What follows belongs to an exercise in optimizing a design on an open flow for small area, a short achievable clock period and few clock cycles; a production flow would make more cautious choices. The RTL was checked by simulation tests, not by an equivalence proof against the original design.

<file path="flow/flow/run.sh">
#!/bin/bash
# The standard layout, with three changes to how it is made (the clock period
# and constraints are unchanged):
#  - timing repair aims at 9.5 ns of setup slack;
#  - the port buffers are buf_1 cells instead of the default delay buffers;
#  - clock tree synthesis (clkbuf_8 cells) adds no dummy loads.
# The make output goes to standard.log.
bash standard.sh "BUFFER_PORTS_ARGS=-buffer_cell sky130_fd_sc_hd__buf_1" \
  "CTS_ARGS=-sink_clustering_enable -repair_clock_nets -buf_list sky130_fd_sc_hd__clkbuf_8 -dont_use_dummy_load" \
  SETUP_SLACK_MARGIN=9.5 finish > standard.log 2>&1
</file>
<file path="flow/config.mk">
export PLATFORM = sky130hd
export DESIGN_NAME = yuv_rgb_top
export DESIGN_NICKNAME = yuv_rgb_top
export VERILOG_FILES = /design/flow/design.v
export SDC_FILE = /design/flow/constraint.sdc
export NUM_CORES = 4
export LEC_CHECK = 0
export ABC_AREA = 1
export CAP_MARGIN = 20
export CORE_MARGIN = 2
export CORE_UTILIZATION = 40
export CTS_BUF_LIST = sky130_fd_sc_hd__clkbuf_8
export SLEW_MARGIN = 20
</file>
<file path="flow/design.v">
package yuv_rgb_pkg;
   localparam int ADDR_W = 18;  
   localparam int DATA_W = 16;  
endpackage
`timescale 1ns/10ps
`timescale 1ns/10ps
`timescale 1ns/10ps
module csc_mac_unit (
   input  logic        is_y,
   input  logic        is_r,
   input  logic        is_g,
   input  logic        is_b,
   input  logic [7:0]  x1,
   input  logic [7:0]  x2,
   output logic [25:0] s,
   output logic [25:0] c
);
   logic [25:0] k0;
   logic [25:0] k1;
   logic [25:0] k2;
   logic [25:0] k3;
   logic [25:0] pp0;
   logic [3:0] d0;
   logic [25:0] k0_0;
   logic [25:0] k0_1;
   logic [25:0] k0_2;
   logic [25:0] k0_3;
   logic [25:0] pp1;
   logic [3:0] d1;
   logic [25:0] pp2;
   logic [3:0] d2;
   logic [25:0] pp3;
   logic [3:0] d3;
   logic [7:0] q0;
   logic [7:0] q1;
   logic [7:0] q2;
   logic [7:0] q3;
   logic [7:0] q4;
   logic s0, c0;
   logic s1, c1;
   logic s2, c2;
   logic s3, c3;
   logic s4, c4;
   logic s5, c5;
   logic s6, c6;
   logic s7, c7;
   logic s8, c8;
   logic s9, c9;
   logic s10, c10;
   logic s11, c11;
   logic s12, c12;
   logic s13, c13;
   logic s14, c14;
   logic s15, c15;
   logic s16, c16;
   logic s17, c17;
   logic s18, c18;
   logic s19, c19;
   logic s20, c20;
   logic s21, c21;
   logic s22, c22;
   logic s23, c23;
   logic s24, c24;
   logic s25, c25;
   logic s26, c26;
   logic s27, c27;
   logic s28, c28;
   logic s29, c29;
   logic s30, c30;
   logic s31, c31;
   logic s32, c32;
   logic s33, c33;
   logic s34, c34;
   logic s35, c35;
   logic s36, c36;
   logic s37, c37;
   logic s38, c38;
   logic s39, c39;
   logic s40, c40;
   logic s41, c41;
   logic s42, c42;
   logic s43, c43;
   logic s44, c44;
   logic s45, c45;
   logic s46, c46;
   logic s47, c47;
   logic s48, c48;
   logic s49, c49;
   logic s50, c50;
   logic s51, c51;
   logic s52, c52;
   logic s53, c53;
   logic s54, c54;
   logic s55, c55;
   logic s56, c56;
   logic s57, c57;
   logic s58, c58;
   logic s59, c59;
   logic s60, c60;
   logic s61, c61;
   logic s62, c62;
   logic s63, c63;
   logic s64, c64;
   logic s65, c65;
   logic s66, c66;
   logic s67, c67;
   logic s68, c68;
   logic s69, c69;
   logic s70, c70;
   logic s71, c71;
   logic s72, c72;
   logic s73, c73;
   logic s74, c74;
   logic s75, c75;
   logic s76, c76;
   logic s77, c77;
   logic s78, c78;
   logic s79, c79;
   logic s80, c80;
   logic s81, c81;
   assign k0 = ({26{is_g}} & 26'd76872);
   assign k1 = ({26{is_y}} & 26'd76284) | ({26{is_r}} & 26'd104595) | ({26{is_g}} & 26'd51248) | ({26{is_b}} & 26'd132251);
   assign k2 = ({26{is_y}} & 26'd152568) | ({26{is_r}} & 26'd209190) | ({26{is_g}} & 26'd25624) | ({26{is_b}} & 26'd264502);
   assign k3 = ({26{is_y}} & 26'd228852) | ({26{is_r}} & 26'd313785) | ({26{is_b}} & 26'd396753);
   always_comb for (int v = 0; v < 4; v++) d0[v] = (x1[1:0] == 2'(v));
   assign k0_0 = ({26{is_r}} & 26'd10557120) | ({26{is_g}} & 26'd9823297) | ({26{is_b}} & 26'd7017152);
   assign k0_1 = ({26{is_y}} & 26'd76284) | ({26{is_r}} & 26'd10661715) | ({26{is_g}} & 26'd9797673) | ({26{is_b}} & 26'd7149403);
   assign k0_2 = ({26{is_y}} & 26'd152568) | ({26{is_r}} & 26'd10766310) | ({26{is_g}} & 26'd9772049) | ({26{is_b}} & 26'd7281654);
   assign k0_3 = ({26{is_y}} & 26'd228852) | ({26{is_r}} & 26'd10870905) | ({26{is_g}} & 26'd9746425) | ({26{is_b}} & 26'd7413905);
   assign pp0 = ({26{d0[0]}} & k0_0) | ({26{d0[1]}} & k0_1) | ({26{d0[2]}} & k0_2) | ({26{d0[3]}} & k0_3);
   always_comb for (int v = 0; v < 4; v++) d1[v] = (x1[3:2] == 2'(v));
   assign pp1 = ({26{d1[0]}} & (k0 << 2)) | ({26{d1[1]}} & (k1 << 2)) | ({26{d1[2]}} & (k2 << 2)) | ({26{d1[3]}} & (k3 << 2));
   always_comb for (int v = 0; v < 4; v++) d2[v] = (x1[5:4] == 2'(v));
   assign pp2 = ({26{d2[0]}} & (k0 << 4)) | ({26{d2[1]}} & (k1 << 4)) | ({26{d2[2]}} & (k2 << 4)) | ({26{d2[3]}} & (k3 << 4));
   always_comb for (int v = 0; v < 4; v++) d3[v] = (x1[7:6] == 2'(v));
   assign pp3 = ({26{d3[0]}} & (k0 << 6)) | ({26{d3[1]}} & (k1 << 6)) | ({26{d3[2]}} & (k2 << 6)) | ({26{d3[3]}} & (k3 << 6));
   assign q0 = {8{is_g}} & ~x2;
   assign q1 = {8{is_g}} & x2;
   assign q2 = {8{is_g}} & ~x2;
   assign q3 = {8{is_g}} & ~x2;
   assign q4 = {8{is_g}} & ~x2;
   assign s0 = pp0[16] ^ pp1[16];
   assign c0 = pp0[16] & pp1[16];
   assign s1 = pp0[17] ^ pp1[17] ^ pp2[17];
   assign c1 = (pp0[17] & pp1[17]) | (pp0[17] & pp2[17]) | (pp1[17] & pp2[17]);
   assign s2 = pp0[18] ^ pp1[18] ^ pp2[18];
   assign c2 = (pp0[18] & pp1[18]) | (pp0[18] & pp2[18]) | (pp1[18] & pp2[18]);
   assign s3 = pp0[19] ^ pp1[19] ^ pp2[19];
   assign c3 = (pp0[19] & pp1[19]) | (pp0[19] & pp2[19]) | (pp1[19] & pp2[19]);
   assign s4 = pp0[20] ^ pp1[20];
   assign c4 = pp0[20] & pp1[20];
   assign s5 = pp0[5] ^ pp1[5];
   assign c5 = pp0[5] & pp1[5];
   assign s6 = pp0[6] ^ pp1[6] ^ pp2[6];
   assign c6 = (pp0[6] & pp1[6]) | (pp0[6] & pp2[6]) | (pp1[6] & pp2[6]);
   assign s7 = pp3[6] ^ q3[1];
   assign c7 = pp3[6] & q3[1];
   assign s8 = pp0[7] ^ pp1[7] ^ pp2[7];
   assign c8 = (pp0[7] & pp1[7]) | (pp0[7] & pp2[7]) | (pp1[7] & pp2[7]);
   assign s9 = pp3[7] ^ q3[2] ^ q4[7];
   assign c9 = (pp3[7] & q3[2]) | (pp3[7] & q4[7]) | (q3[2] & q4[7]);
   assign s10 = pp0[8] ^ pp1[8] ^ pp2[8];
   assign c10 = (pp0[8] & pp1[8]) | (pp0[8] & pp2[8]) | (pp1[8] & pp2[8]);
   assign s11 = pp3[8] ^ q3[3];
   assign c11 = pp3[8] & q3[3];
   assign s12 = pp0[9] ^ pp1[9] ^ pp2[9];
   assign c12 = (pp0[9] & pp1[9]) | (pp0[9] & pp2[9]) | (pp1[9] & pp2[9]);
   assign s13 = pp3[9] ^ q3[4];
   assign c13 = pp3[9] & q3[4];
   assign s14 = pp0[10] ^ pp1[10] ^ pp2[10];
   assign c14 = (pp0[10] & pp1[10]) | (pp0[10] & pp2[10]) | (pp1[10] & pp2[10]);
   assign s15 = pp3[10] ^ q3[5];
   assign c15 = pp3[10] & q3[5];
   assign s16 = pp0[11] ^ pp1[11] ^ pp2[11];
   assign c16 = (pp0[11] & pp1[11]) | (pp0[11] & pp2[11]) | (pp1[11] & pp2[11]);
   assign s17 = pp3[11] ^ q3[6];
   assign c17 = pp3[11] & q3[6];
   assign s18 = pp0[12] ^ pp1[12] ^ pp2[12];
   assign c18 = (pp0[12] & pp1[12]) | (pp0[12] & pp2[12]) | (pp1[12] & pp2[12]);
   assign s19 = pp3[12] ^ q2[0] ^ q3[7];
   assign c19 = (pp3[12] & q2[0]) | (pp3[12] & q3[7]) | (q2[0] & q3[7]);
   assign s20 = pp0[13] ^ pp1[13] ^ pp2[13];
   assign c20 = (pp0[13] & pp1[13]) | (pp0[13] & pp2[13]) | (pp1[13] & pp2[13]);
   assign s21 = pp3[13] ^ q2[1];
   assign c21 = pp3[13] & q2[1];
   assign s22 = pp0[14] ^ pp1[14] ^ pp2[14];
   assign c22 = (pp0[14] & pp1[14]) | (pp0[14] & pp2[14]) | (pp1[14] & pp2[14]);
   assign s23 = pp3[14] ^ q1[0] ^ q2[2];
   assign c23 = (pp3[14] & q1[0]) | (pp3[14] & q2[2]) | (q1[0] & q2[2]);
   assign s24 = pp0[15] ^ pp1[15] ^ pp2[15];
   assign c24 = (pp0[15] & pp1[15]) | (pp0[15] & pp2[15]) | (pp1[15] & pp2[15]);
   assign s25 = pp3[15] ^ q1[1] ^ q2[3];
   assign c25 = (pp3[15] & q1[1]) | (pp3[15] & q2[3]) | (q1[1] & q2[3]);
   assign s26 = pp2[16] ^ pp3[16] ^ q0[0];
   assign c26 = (pp2[16] & pp3[16]) | (pp2[16] & q0[0]) | (pp3[16] & q0[0]);
   assign s27 = q1[2] ^ q2[4] ^ s0;
   assign c27 = (q1[2] & q2[4]) | (q1[2] & s0) | (q2[4] & s0);
   assign s28 = pp3[17] ^ q0[1] ^ q1[3];
   assign c28 = (pp3[17] & q0[1]) | (pp3[17] & q1[3]) | (q0[1] & q1[3]);
   assign s29 = q2[5] ^ c0 ^ s1;
   assign c29 = (q2[5] & c0) | (q2[5] & s1) | (c0 & s1);
   assign s30 = pp3[18] ^ q0[2] ^ q1[4];
   assign c30 = (pp3[18] & q0[2]) | (pp3[18] & q1[4]) | (q0[2] & q1[4]);
   assign s31 = q2[6] ^ c1 ^ s2;
   assign c31 = (q2[6] & c1) | (q2[6] & s2) | (c1 & s2);
   assign s32 = pp3[19] ^ q0[3] ^ q1[5];
   assign c32 = (pp3[19] & q0[3]) | (pp3[19] & q1[5]) | (q0[3] & q1[5]);
   assign s33 = q2[7] ^ c2 ^ s3;
   assign c33 = (q2[7] & c2) | (q2[7] & s3) | (c2 & s3);
   assign s34 = pp2[20] ^ pp3[20] ^ q0[4];
   assign c34 = (pp2[20] & pp3[20]) | (pp2[20] & q0[4]) | (pp3[20] & q0[4]);
   assign s35 = q1[6] ^ c3 ^ s4;
   assign c35 = (q1[6] & c3) | (q1[6] & s4) | (c3 & s4);
   assign s36 = pp0[21] ^ pp2[21] ^ pp3[21];
   assign c36 = (pp0[21] & pp2[21]) | (pp0[21] & pp3[21]) | (pp2[21] & pp3[21]);
   assign s37 = q0[5] ^ q1[7] ^ c4;
   assign c37 = (q0[5] & q1[7]) | (q0[5] & c4) | (q1[7] & c4);
   assign s38 = pp0[22] ^ pp2[22] ^ pp3[22];
   assign c38 = (pp0[22] & pp2[22]) | (pp0[22] & pp3[22]) | (pp2[22] & pp3[22]);
   assign s39 = pp0[4] ^ pp1[4];
   assign c39 = pp0[4] & pp1[4];
   assign s40 = pp2[5] ^ q3[0] ^ q4[5];
   assign c40 = (pp2[5] & q3[0]) | (pp2[5] & q4[5]) | (q3[0] & q4[5]);
   assign s41 = q4[6] ^ c5 ^ s6;
   assign c41 = (q4[6] & c5) | (q4[6] & s6) | (c5 & s6);
   assign s42 = c6 ^ c7 ^ s8;
   assign c42 = (c6 & c7) | (c6 & s8) | (c7 & s8);
   assign s43 = c8 ^ c9 ^ s10;
   assign c43 = (c8 & c9) | (c8 & s10) | (c9 & s10);
   assign s44 = c10 ^ c11 ^ s12;
   assign c44 = (c10 & c11) | (c10 & s12) | (c11 & s12);
   assign s45 = c12 ^ c13 ^ s14;
   assign c45 = (c12 & c13) | (c12 & s14) | (c13 & s14);
   assign s46 = c14 ^ c15 ^ s16;
   assign c46 = (c14 & c15) | (c14 & s16) | (c15 & s16);
   assign s47 = c16 ^ c17 ^ s18;
   assign c47 = (c16 & c17) | (c16 & s18) | (c17 & s18);
   assign s48 = c18 ^ c19 ^ s20;
   assign c48 = (c18 & c19) | (c18 & s20) | (c19 & s20);
   assign s49 = c20 ^ c21 ^ s22;
   assign c49 = (c20 & c21) | (c20 & s22) | (c21 & s22);
   assign s50 = c22 ^ c23 ^ s24;
   assign c50 = (c22 & c23) | (c22 & s24) | (c23 & s24);
   assign s51 = c24 ^ c25 ^ s26;
   assign c51 = (c24 & c25) | (c24 & s26) | (c25 & s26);
   assign s52 = c26 ^ c27 ^ s28;
   assign c52 = (c26 & c27) | (c26 & s28) | (c27 & s28);
   assign s53 = c28 ^ c29 ^ s30;
   assign c53 = (c28 & c29) | (c28 & s30) | (c29 & s30);
   assign s54 = c30 ^ c31 ^ s32;
   assign c54 = (c30 & c31) | (c30 & s32) | (c31 & s32);
   assign s55 = c32 ^ c33 ^ s34;
   assign c55 = (c32 & c33) | (c32 & s34) | (c33 & s34);
   assign s56 = c34 ^ c35 ^ s36;
   assign c56 = (c34 & c35) | (c34 & s36) | (c35 & s36);
   assign s57 = q0[6] ^ c36 ^ c37;
   assign c57 = (q0[6] & c36) | (q0[6] & c37) | (c36 & c37);
   assign s58 = pp0[23] ^ pp3[23] ^ q0[7];
   assign c58 = (pp0[23] & pp3[23]) | (pp0[23] & q0[7]) | (pp3[23] & q0[7]);
   assign s59 = pp0[2] ^ pp1[2];
   assign c59 = pp0[2] & pp1[2];
   assign s60 = pp0[3] ^ pp1[3] ^ q4[3];
   assign c60 = (pp0[3] & pp1[3]) | (pp0[3] & q4[3]) | (pp1[3] & q4[3]);
   assign s61 = pp2[4] ^ q4[4] ^ s39;
   assign c61 = (pp2[4] & q4[4]) | (pp2[4] & s39) | (q4[4] & s39);
   assign s62 = s5 ^ c39 ^ s40;
   assign c62 = (s5 & c39) | (s5 & s40) | (c39 & s40);
   assign s63 = s7 ^ c40 ^ s41;
   assign c63 = (s7 & c40) | (s7 & s41) | (c40 & s41);
   assign s64 = s9 ^ c41 ^ s42;
   assign c64 = (s9 & c41) | (s9 & s42) | (c41 & s42);
   assign s65 = s11 ^ c42 ^ s43;
   assign c65 = (s11 & c42) | (s11 & s43) | (c42 & s43);
   assign s66 = s13 ^ c43 ^ s44;
   assign c66 = (s13 & c43) | (s13 & s44) | (c43 & s44);
   assign s67 = s15 ^ c44 ^ s45;
   assign c67 = (s15 & c44) | (s15 & s45) | (c44 & s45);
   assign s68 = s17 ^ c45 ^ s46;
   assign c68 = (s17 & c45) | (s17 & s46) | (c45 & s46);
   assign s69 = s19 ^ c46 ^ s47;
   assign c69 = (s19 & c46) | (s19 & s47) | (c46 & s47);
   assign s70 = s21 ^ c47 ^ s48;
   assign c70 = (s21 & c47) | (s21 & s48) | (c47 & s48);
   assign s71 = s23 ^ c48 ^ s49;
   assign c71 = (s23 & c48) | (s23 & s49) | (c48 & s49);
   assign s72 = s25 ^ c49 ^ s50;
   assign c72 = (s25 & c49) | (s25 & s50) | (c49 & s50);
   assign s73 = s27 ^ c50 ^ s51;
   assign c73 = (s27 & c50) | (s27 & s51) | (c50 & s51);
   assign s74 = s29 ^ c51 ^ s52;
   assign c74 = (s29 & c51) | (s29 & s52) | (c51 & s52);
   assign s75 = s31 ^ c52 ^ s53;
   assign c75 = (s31 & c52) | (s31 & s53) | (c52 & s53);
   assign s76 = s33 ^ c53 ^ s54;
   assign c76 = (s33 & c53) | (s33 & s54) | (c53 & s54);
   assign s77 = s35 ^ c54 ^ s55;
   assign c77 = (s35 & c54) | (s35 & s55) | (c54 & s55);
   assign s78 = s37 ^ c55 ^ s56;
   assign c78 = (s37 & c55) | (s37 & s56) | (c55 & s56);
   assign s79 = s38 ^ c56 ^ s57;
   assign c79 = (s38 & c56) | (s38 & s57) | (c56 & s57);
   assign s80 = c38 ^ c57 ^ s58;
   assign c80 = (c38 & c57) | (c38 & s58) | (c57 & s58);
   assign s81 = pp3[24] ^ c58;
   assign c81 = pp3[24] & c58;
   assign s = {c81, c80, c79, c78, c77, c76, c75, c74, c73, c72, c71, c70, c69, c68, c67, c66, c65, c64, c63, c62, c61, c60, c59, q4[2], pp0[1], pp0[0]};
   assign c = {1'b0, s81, s80, s79, s78, s77, s76, s75, s74, s73, s72, s71, s70, s69, s68, s67, s66, s65, s64, s63, s62, s61, s60, s59, q4[1], q4[0]};
endmodule
`timescale 1ns/10ps
module rgb_clip_pack (
   input  logic [22:0] yb,
   input  logic [25:0] s,
   input  logic [25:0] c,
   output logic [25:0] n,
   output logic [7:0]  ch
);
   logic [25:0] a, x, y;
   logic low, high;
   assign a = {1'b0, yb, 2'b00};
   assign x = a ^ s ^ c;
   assign y = {(a[24:0] & s[24:0]) | (a[24:0] & c[24:0]) | (s[24:0] & c[24:0]), 1'b0};
   assign n = x + y;
   assign low = !n[25] && !(n[24] && n[23]);    
   assign high = n[25] && (n[24] || n[23]);     
   assign ch = low ? 8'd0 : high ? 8'd255 : {!n[23], n[22:16]};
endmodule
`timescale 1ns/10ps
module yuv_rgb_top #(
   parameter int PIXEL_PAIRS = 38400,  
   parameter int U_BASE      = 38400,
   parameter int V_BASE      = 57600,
   parameter int RGB_BASE    = 146944
) (
   input  logic        CLOCK,
   input  logic        Resetn,
   input  logic        start,
   output logic        done,
   output logic [17:0] sram_address,
   output logic [15:0] sram_write_data,
   input  logic [15:0] sram_read_data,
   output logic        sram_we_n
);
   localparam logic [16:0] WP_FIRST = 17'(RGB_BASE - 131072);
   localparam logic [16:0] WP_LAST  = 17'(RGB_BASE + 3 * PIXEL_PAIRS - 1 - 131072);
   logic        busy;      
   logic        pro;       
   logic [4:0]  q;         
   logic        w;         
   logic [15:0] yp;        
   logic [16:0] wp;        
   logic        we;        
   wire accept  = !busy && start;
   wire wr_next = busy && !pro && (q[4] || q[0] || q[2]) && !done;
   wire rd_y    = w && (q[1] || q[3]);
   wire [14:0] cidx = yp[15:1];  
   always_ff @(posedge CLOCK or negedge Resetn) begin
      if (!Resetn) begin
         busy <= 1'b0;
         we <= 1'b0;
         done <= 1'b0;
      end else begin
         busy <= busy ? !done : start;
         we <= wr_next;
         done <= wr_next && (wp == WP_LAST);
      end
   end
   always_ff @(posedge CLOCK) begin
      if (accept) begin
         q <= 5'b10000;    
         w <= 1'b1;
         pro <= 1'b1;
         yp <= 16'd1;
         wp <= WP_FIRST;
         sram_address <= '0;
      end else begin
         q <= {q[3:0], q[4]};
         if (q[4]) w <= !w;
         if (w && q[3]) pro <= 1'b0;
         if (rd_y) yp <= yp + 16'd1;
         if (wr_next) wp <= wp + 17'd1;
         if (q[1])
            sram_address <= w ? {2'b00, yp} : 18'(U_BASE) + 18'(cidx);
         else if (q[3])
            sram_address <= w ? {2'b00, yp} : 18'(V_BASE) + 18'(cidx);
         else
            sram_address <= {1'b1, wp};
      end
   end
   assign sram_we_n = !we;
   logic [15:0] yw, uw, vw;    
   logic [7:0]  x1;            
   logic [25:0] s, c, sq, cq;  
   logic [22:0] yb_e, yb_o;    
   logic [25:0] n_e, n_o;      
   logic [7:0]  l_e, l_o;      
   logic [7:0]  h1, h2;        
   always_ff @(posedge CLOCK) begin
      if ((!w && q[1]) || (w && q[4])) yw <= sram_read_data;
      if (!w && q[4]) uw <= sram_read_data;
      if (w && q[1]) vw <= sram_read_data;
      case (1'b1)
         q[0]: x1 <= yw[7:0];
         q[1]: x1 <= w ? sram_read_data[15:8] : vw[7:0];
         q[2], q[3]: x1 <= w ? uw[15:8] : uw[7:0];
         default: x1 <= w ? sram_read_data[15:8] : yw[15:8];
      endcase
      sq <= s;
      cq <= c;
      if (q[0] || q[1]) yb_e <= q[1] ? n_e[24:2] : 23'd0;
      if (q[1] || q[2]) yb_o <= q[2] ? n_o[24:2] : 23'd0;
      if (q[3] || q[4]) h1 <= q[3] ? l_e : l_o;    
      if (q[3] || q[0]) h2 <= l_o;                 
      sram_write_data[15:8] <= q[0] ? l_e : h1;    
      sram_write_data[7:0] <= q[4] ? l_e : h2;     
   end
   csc_mac_unit u_unit (
      .is_y(q[0] || q[1]), .is_r(q[2]), .is_g(q[3]), .is_b(q[4]),
      .x1(x1), .x2(w ? vw[15:8] : vw[7:0]), .s(s), .c(c)
   );
   rgb_clip_pack u_lane_e (.yb(yb_e), .s(sq), .c(cq), .n(n_e), .ch(l_e));
   rgb_clip_pack u_lane_o (.yb(yb_o), .s(sq), .c(cq), .n(n_o), .ch(l_o));
endmodule
</file>
<file path="flow/standard.sh">
#!/bin/bash
# synth_recipe.tcl (not shown) runs the flow's synth.tcl, then flattens the netlist and writes it again
# the make line also repeats each setting of config.mk as NAME=value (left out here)
make -C /OpenROAD-flow-scripts/flow DESIGN_CONFIG=/design/flow/config.mk WORK_HOME=/design/flow/orfs CLKGATE_MAP_FILE= SYNTH_SCRIPT=/design/flow/synth_recipe.tcl "${@:-finish}"
</file>
<file path="flow/constraint.sdc">
create_clock -name core_clock -period 13.0 [get_ports {CLOCK}]
set_input_delay 2.6000 -clock core_clock [delete_from_list [all_inputs] [get_ports {CLOCK}]]
set_output_delay 2.6000 -clock core_clock [all_outputs]
set_load 0.01 [all_outputs]
</file>
==> run_results.csv, run 1 <==
group,metric,value,unit
status,result_of_the_run,"timing/DRC/antenna clean",
route,final_wirelength,47.0,mm
timing,tightest_slew,794,ps
grt,grt_antenna_before_repair,0,
synth,post_synth_instance_area,15700,sq um
synth,syn-instance-count,1860,
die,floorplan.io_pins,55,
grt,overflow,0,
synth,yosys.cell_types.count,59,
die,core_region_area,38700,sq um
cells_and_area,num-fill-cells,3893,
die,start_util,40.6,%
route,postRouteAntennaNets,0,
worst_setup_path,worst_ep_required_time,10400,ps
placement,place_hpwl,37.1,mm
worst_setup_path,worst_path_largest_cell_delay,350,ps
worst_setup_path,critical_path.startpoint_type,"register",
die,placement_rows,72,
cts,h-tree-depth,2,
synth,syn-num-nets,2062,
die,floorplan.die.height,202,microns
cells_and_area,final_layout_size_suffix_gt1_share,12.0,%
cts,clkLatencyLatePin,570,ps
cts,cts_tree,"built",
timing,finalCriticalPeriod,3670,ps
timing,report.final.slew_viol_count,0,
synth,ys_seq_area_share,38.4,%
route,post_drt_via_cell_ratio,5.27,
synth,yosys.area.top_type,"sky130_fd_sc_hd__edfxtp_1",
timing,final.setup_skew,64.7,ps
synth,synth_enable_flop_cells,110,
grt,first_global_vias,13357,
worst_setup_path,critPathSlowestCell,"sky130_fd_sc_hd__dfrtp_1",
worst_setup_path,worstPathCellList,"inv_1 > buf_2",
cells_and_area,finalNonFillerCells,2468,
route,vias,13010,
timing,rsz0062_at_grt,"yes",
route,detail_route.first_pass.iterations,8,
job,drv.max_cap_violation_count,0,
timing,timing.final.hold_violations,0,
synth,synth-seq-cells,246,
cts,cts-root-buf,"sky130_fd_sc_hd__clkbuf_8",
cts,clkTransAtPathRegs,50,ps
route,drcViolationCount,0,
cells_and_area,finalNetCount,2154,
cells_and_area,layout.cells.most_common_list,"sky130_fd_sc_hd__nand2_1 (416), sky130_fd_sc_hd__inv_1 (240), sky130_fd_sc_hd__nor2_1 (171), sky130_fd_sc_hd__a21oi_1 (130), sky130_fd_sc_hd__fa_1 (116)",
route,wire_per_inst,19.0,microns
grt,grtUsageTotal,23.5,%
route,dr.first_iter.drc_count,900,
timing,finalSetupViolations,0,
worst_setup_path,worst_setup_path_end_kind,"output port",
cts,tritoncts_num_sinks,246,
synth,asyncSetResetFlopFracSynth,1.22,%
synth,synth.top_cell.area_share,21.0,%
timing,max_freq,273,MHz
placement,place_inst,2401,
die,chipWidth,202,microns
cts,cts-root-to-sink-buffers,3,
worst_setup_path,path_class,"register to output port",
synth,post_synth.cell_area_avg,8.47,sq um
synth,yosys-top-cells-area,"sky130_fd_sc_hd__edfxtp_1 (21%), sky130_fd_sc_hd__dfxtp_1 (17%), sky130_fd_sc_hd__fa_1 (15%), sky130_fd_sc_hd__nand2_1 (10%), sky130_fd_sc_hd__inv_1 (5.9%)",
die,design.die.area,41000,sq um
timing,final_min_period_over_clock_period,28.2,%
cells_and_area,final_common_cell,"sky130_fd_sc_hd__nand2_1",
cts,cts-buffers-inserted,43,
worst_setup_path,crit_path_max_fanout,1,
grt,grt_first_pass_wirelength,74.8,mm
cells_and_area,antennaDiodeCount,0,
hold_path,min_path_type,"register to register",
placement,globalplace.congestion,0.957,
worst_setup_path,cp_data_arrival_time,1070,ps
timing,slew_headroom,47.0,%
placement,port_buffers,54,
cells_and_area,areaGrowthSynthToFinish,12.9,%
synth,ys.flop_type,"sky130_fd_sc_hd__dfxtp_1",
synth,ys.warnings.count,2,
timing,setup-tns-final,0,ps
grt,grt_max_degree,46,
[sequential cells by signal, indices dropped and copies added, names as in the netlist, 16 cells and up]
signal,flops
sram_write_data,16
cq,25
vw,16
sram_address,18
sq,26
yw,16
wp,17
yp,16
yb_e,23
yb_o,23
uw,16
[cells by family (layout without fill, tap and decap cells)]
kind of cell    count (synthesis)  count (layout)  synth area share [%]
xor+xnor                       15              15                 0.834
compound gates                316             316                  11.5
simple gates                  799             800                  21.6
buf+inv                       301             390                  7.50
fa+ha+maj                     183             183                  20.2
flops                         246             246                  38.4
[layer usage]
layer | GRT usage, % | routed length [microns] | share of wire, % | up-vias
li1 | - | - | - | 6276
met1 | 31.3 | 20700 | 44 | 6210
met2 | 39.0 | 22000 | 47 | 426
met3 | 3.64 | 2690 | 5.7 | 98
met4 | 8.21 | 1580 | 3.4 | 0
met5 | 0 | 0 | 0 | -
[synth_stat cells (13+ instances only)]
cell                         n
sky130_fd_sc_hd__a21oi_1   130
sky130_fd_sc_hd__clkbuf_1   29
sky130_fd_sc_hd__dfxtp_1   133
sky130_fd_sc_hd__edfxtp_1  110
sky130_fd_sc_hd__fa_1      118
sky130_fd_sc_hd__ha_1       65
sky130_fd_sc_hd__inv_1     247
sky130_fd_sc_hd__nand2_1   418
sky130_fd_sc_hd__nand2_2    20
sky130_fd_sc_hd__nand3_1    81
sky130_fd_sc_hd__nand4_1    21
sky130_fd_sc_hd__nor2_1    189
sky130_fd_sc_hd__nor3_1     28
sky130_fd_sc_hd__o21ai_0    97
sky130_fd_sc_hd__o21bai_1   13
sky130_fd_sc_hd__o22ai_1    17
[final cells by class]
class                      count  area [sq um]  area share [%]
multi-input combinational   1314          8730            49.1
sequential                   246          6070            34.2
inverter                     256          1020            5.75
timing repair buffer          89           694            3.91
tap                          518           648            3.65
clock buffer                  43           592            3.33
timing repair inverter         2          12.5          0.0704
[critical path: cells and delay by family, from the launching register on]
| kind | cells | cell delay, ps |
|---|---|---|
| buffers and inverters | 2 | 150 |
| DFF | 1 | 350 |
[metrics by stage]
step | hold slack, ps | setup WS, ps | area, sq um | util (%)
floorplan | 415 | 9510 | 15700 | -
global placement | 427 | 8440 | 16500 | 42.6
detailed placement | 430 | 8330 | 16500 | 42.6
CTS | 442 | 9280 | 17500 | 45.1
global route | 462 | 9260 | 17800 | 45.9
finish | 440 | 9330 | 17800 | 45.9
[worst paths after layout]
path,cells past startpoint,slack [ps],end,from
max reg2reg,11,9620,cq[7],q[4]
min,2,440,sram_write_data[5],h2[5]
min reg2reg,2,440,sram_write_data[5],h2[5]
max in group asynchronous,1,11020,done,Resetn
min in group asynchronous,1,1820,busy,Resetn
max,2,9330,sram_we_n,we
[repair_timing]
item                                   in CTS  in global routing
setup buffers                              13                  7
gates resized for setup                   100                 63
endpoints found under the hold margin       0                  0
cloned                                      3                  1
pin swaps                                   4                  5
setup endpoints to repair                  80                 70
hold buffers                                0                  0
Testbench counts, summed over its fixed seeds: cycles 576,033.
==> run 2: changes to the inputs <==
==> flow/flow/run.sh (replaced) <==
#!/bin/bash
# The standard layout, with three changes to how it is made (the clock period
# and constraints are unchanged):
#  - timing repair aims at 9.3 ns of setup slack;
#  - the port buffers are buf_1 cells instead of the default delay buffers;
#  - clock tree synthesis (clkbuf_8 cells) adds no dummy loads.
# The make output goes to standard.log.
bash standard.sh "BUFFER_PORTS_ARGS=-buffer_cell sky130_fd_sc_hd__buf_1" \
  "CTS_ARGS=-sink_clustering_enable -repair_clock_nets -buf_list sky130_fd_sc_hd__clkbuf_8 -dont_use_dummy_load" \
  SETUP_SLACK_MARGIN=9.3 finish > standard.log 2>&1
==> run 2 against run 1 <==
  * Still clean
  * Cell area decreased by 2.2%
  * Sequential share of layout area increased by 0.61 points
  * Hold slack about the same
  * Critical endpoint unchanged
==> run_results.csv, run 2 <==
group,metric,value,unit
status,result_of_the_run,"timing/DRC/antenna clean",
cells_and_area,final_layout_size_suffix_gt1_share,8.65,%
route,wire_per_inst,19.0,microns
worst_setup_path,worst_ep_required_time,10400,ps
worst_setup_path,crit_path_max_fanout,1,
worst_setup_path,worstPathBufferInverterCount,2,
die,floorplan.die.height,202,microns
synth,yosys-top-cells-area,"sky130_fd_sc_hd__edfxtp_1 (21%), sky130_fd_sc_hd__dfxtp_1 (17%), sky130_fd_sc_hd__fa_1 (15%), sky130_fd_sc_hd__nand2_1 (10%), sky130_fd_sc_hd__inv_1 (5.9%)",
synth,asyncSetResetFlopFracSynth,1.22,%
synth,ys.flop_type,"sky130_fd_sc_hd__dfxtp_1",
route,drcViolationCount,0,
grt,overflow,0,
grt,grt_antenna_before_repair,0,
timing,slew_headroom,47.0,%
timing,final_min_period_over_clock_period,28.2,%
grt,grt_max_degree,46,
cells_and_area,finalNonFillerCells,2461,
synth,yosys.area.top_type,"sky130_fd_sc_hd__edfxtp_1",
placement,port_buffers,54,
timing,rsz0062_at_grt,"yes",
timing,worst_hold_slack,440,ps
timing,finalCriticalPeriod,3670,ps
cells_and_area,max_reg_flops,26,
cells_and_area,layout.core_utilization,44.9,%
timing,setup-tns-final,0,ps
die,chipWidth,202,microns
worst_setup_path,worst_setup_path_end_kind,"output port",
cells_and_area,layout_top_registers,"sq (26), cq (25)",
cells_and_area,layout.cells.most_common_list,"sky130_fd_sc_hd__nand2_1 (416), sky130_fd_sc_hd__inv_1 (241), sky130_fd_sc_hd__nor2_1 (180), sky130_fd_sc_hd__a21oi_1 (130), sky130_fd_sc_hd__dfxtp_1 (129)",
route,post_drt_via_cell_ratio,5.29,
cells_and_area,final_common_cell,"sky130_fd_sc_hd__nand2_1",
worst_setup_path,cp_data_arrival_time,1070,ps
cts,tritoncts_num_sinks,246,
die,design.die.area,41000,sq um
cts,cts-root-buf,"sky130_fd_sc_hd__clkbuf_8",
placement,placedInstanceArea,16500,sq um
synth,post_synth_instance_area,15700,sq um
timing,finalSetupViolations,0,
job,drv.max_cap_violation_count,0,
synth,post_synth_most_frequent_cells,"sky130_fd_sc_hd__nand2_1 (418), sky130_fd_sc_hd__inv_1 (247), sky130_fd_sc_hd__nor2_1 (189)",
route,vias,13008,
worst_setup_path,path_class,"register to output port",
synth,ys_seq_area_share,38.4,%
placement,place_inst,2401,
die,floorplan.io_pins,55,
die,start_util,40.6,%
cells_and_area,layout.cell_area.non_filler,17400,sq um
synth,synth.most_common_cell,"sky130_fd_sc_hd__nand2_1",
cells_and_area,areaGrowthSynthToFinish,10.4,%
hold_path,min_path_type,"register to register",
grt,grtUsageTotal,23.3,%
cells_and_area,regMostFlops,"sq",
timing,finalWorstSetupSlack,9330,ps
route,final_wirelength,46.8,mm
synth,synth_enable_flop_cells,110,
cells_and_area,antennaDiodeCount,0,
synth,syn-instance-count,1860,
placement,pre_cts_ws,8330,ps
placement,place_hpwl,37.1,mm
synth,synth.top_cell.area_share,21.0,%
cts,cts-buffers-inserted,43,
worst_setup_path,worst_path_dominant_cell_family,"flip-flops",
synth,synth-seq-cells,246,
worst_setup_path,worstPathCellList,"inv_1 > buf_2",
timing,max_freq,273,MHz
cts,cts-root-to-sink-buffers,3,
placement,globalplace.congestion,0.957,
die,placement_rows,72,
route,postRouteAntennaNets,0,
timing,report.final.slew_viol_count,0,
synth,ys.warnings.count,2,
cts,h-tree-depth,2,
cts,clkLatencyLatePin,570,ps
worst_setup_path,worst_path_largest_cell_delay,350,ps
timing,final.setup_skew,62.2,ps
timing,timing.final.hold_violations,0,
die,core_region_area,38700,sq um
cts,clkTransAtPathRegs,50,ps
timing,tightest_slew,794,ps
synth,yosys.cell_types.count,59,
cts,cts_tree,"built",
worst_setup_path,critPathSlowestCell,"sky130_fd_sc_hd__dfrtp_1",
cells_and_area,finalNetCount,2147,
route,detail_route.first_pass.iterations,5,
grt,grt_first_pass_wirelength,74.4,mm
worst_setup_path,critical_path.startpoint_type,"register",
route,dr.first_iter.drc_count,851,
synth,post_synth.cell_area_avg,8.47,sq um
synth,syn-num-nets,2062,
grt,first_global_vias,13342,
## run 2: cell count changes in the layout (fill, tap and decap cells not counted), moves of 4 or more
| cell | previous run | this run |
|---|---|---|
| sky130_fd_sc_hd__nor2_4 | 14 | 8 |
| sky130_fd_sc_hd__buf_4 | 26 | 22 |
| sky130_fd_sc_hd__dfxtp_1 | 112 | 129 |
| sky130_fd_sc_hd__buf_1 | 18 | 46 |
| sky130_fd_sc_hd__nor2_1 | 171 | 180 |
| sky130_fd_sc_hd__buf_12 | 4 | 0 |
| sky130_fd_sc_hd__buf_6 | 17 | 5 |
| sky130_fd_sc_hd__dfxtp_2 | 18 | 4 |
| sky130_fd_sc_hd__buf_2 | 20 | 4 |
## run 2: cells by family after synthesis
family          synth area share (%)
flops                           38.4
fa+ha+maj                       20.2
simple gates                    21.6
xor+xnor                       0.834
buf+inv                         7.50
compound gates                  11.5
## run 2: final cells by class
cell class / instances / area, sq um
fillers: 3926 / 21400
multi-input cells: 1314 / 8630
flip-flops and latches: 246 / 6050
inverters: 256 / 1010
well taps: 518 / 648
clock buffers: 43 / 592
repair buffers: 82 / 449
repair inverters: 2 / 10.0
## run 2: path summary, 6_finish.rpt
kind	startpoint	to	slack, ps	depth (start not counted)
hold reg to reg	h2[5]	sram_write_data[5]	440	2
max in group asynchronous	Resetn	done	11020	1
setup / recovery	we	sram_we_n	9330	2
setup reg to reg	q[0]	cq[20]	9420	14
hold / removal	h2[5]	sram_write_data[5]	440	2
min in group asynchronous	Resetn	busy	1820	1
## run 2: what timing repair did
item,CTS,global route
endpoints found under the hold margin,0,0
hold buffers,0,0
resized for setup,34,26
gates cloned,1,2
setup buffers,8,6
setup endpoints to repair,41,33
pin swaps,1,1
## run 2: routing by layer
metal  GRT usage, %  share of wire [%]  vias up
met2           38.9                 47      414
met3           3.71                5.2      101
met5              0                  0        -
met4           8.03                3.2        0
met1           31.0                 45     6239
li1               -                  -     6254
## run 2: tightest hold or removal path: stages (launching register included)
cell and delay [ps]:
sky130_fd_sc_hd__edfxtp_1 310, sky130_fd_sc_hd__nand2_1 50, sky130_fd_sc_hd__nand2_1 50

static timing again, ports no longer ideal:
Ports are ideal in the flow. The routed layouts listed here were re-timed in OpenROAD. Step 1 (the two cells are an assumption about what drives the block):
set clk [get_ports {CLOCK}]
set_driving_cell -lib_cell sky130_fd_sc_hd__clkbuf_16 $clk
set_driving_cell -lib_cell sky130_fd_sc_hd__buf_2 [delete_from_list [all_inputs] $clk]
Step 2 times the ports against the registers' clock, not the clock port: input delays grow and output delays shrink by t, the midpoint of the rising clock arrivals with the driver on. Slacks: ideal ports / drivers / drivers and shift; pairs: ideal ports / drivers.
run | t (ns) | slack for setup (ns) | hold slack, ns | worst data-port slew with drivers (ns) | pins driven straight from the clock port
run 1 | 0.588 | 9.332 / 9.283 / 9.023 | 0.440 / 0.440 / 0.440 | 0.04 | 1
run 2 | 0.591 | 9.330 / 9.281 / 8.873 | 0.440 / 0.440 / 0.440 | 0.03 | 1
After both steps every run listed still meets setup and hold. The setup slack of run 2, which loses most, moves by -0.049 ns with the drivers and by -0.457 ns with both steps.
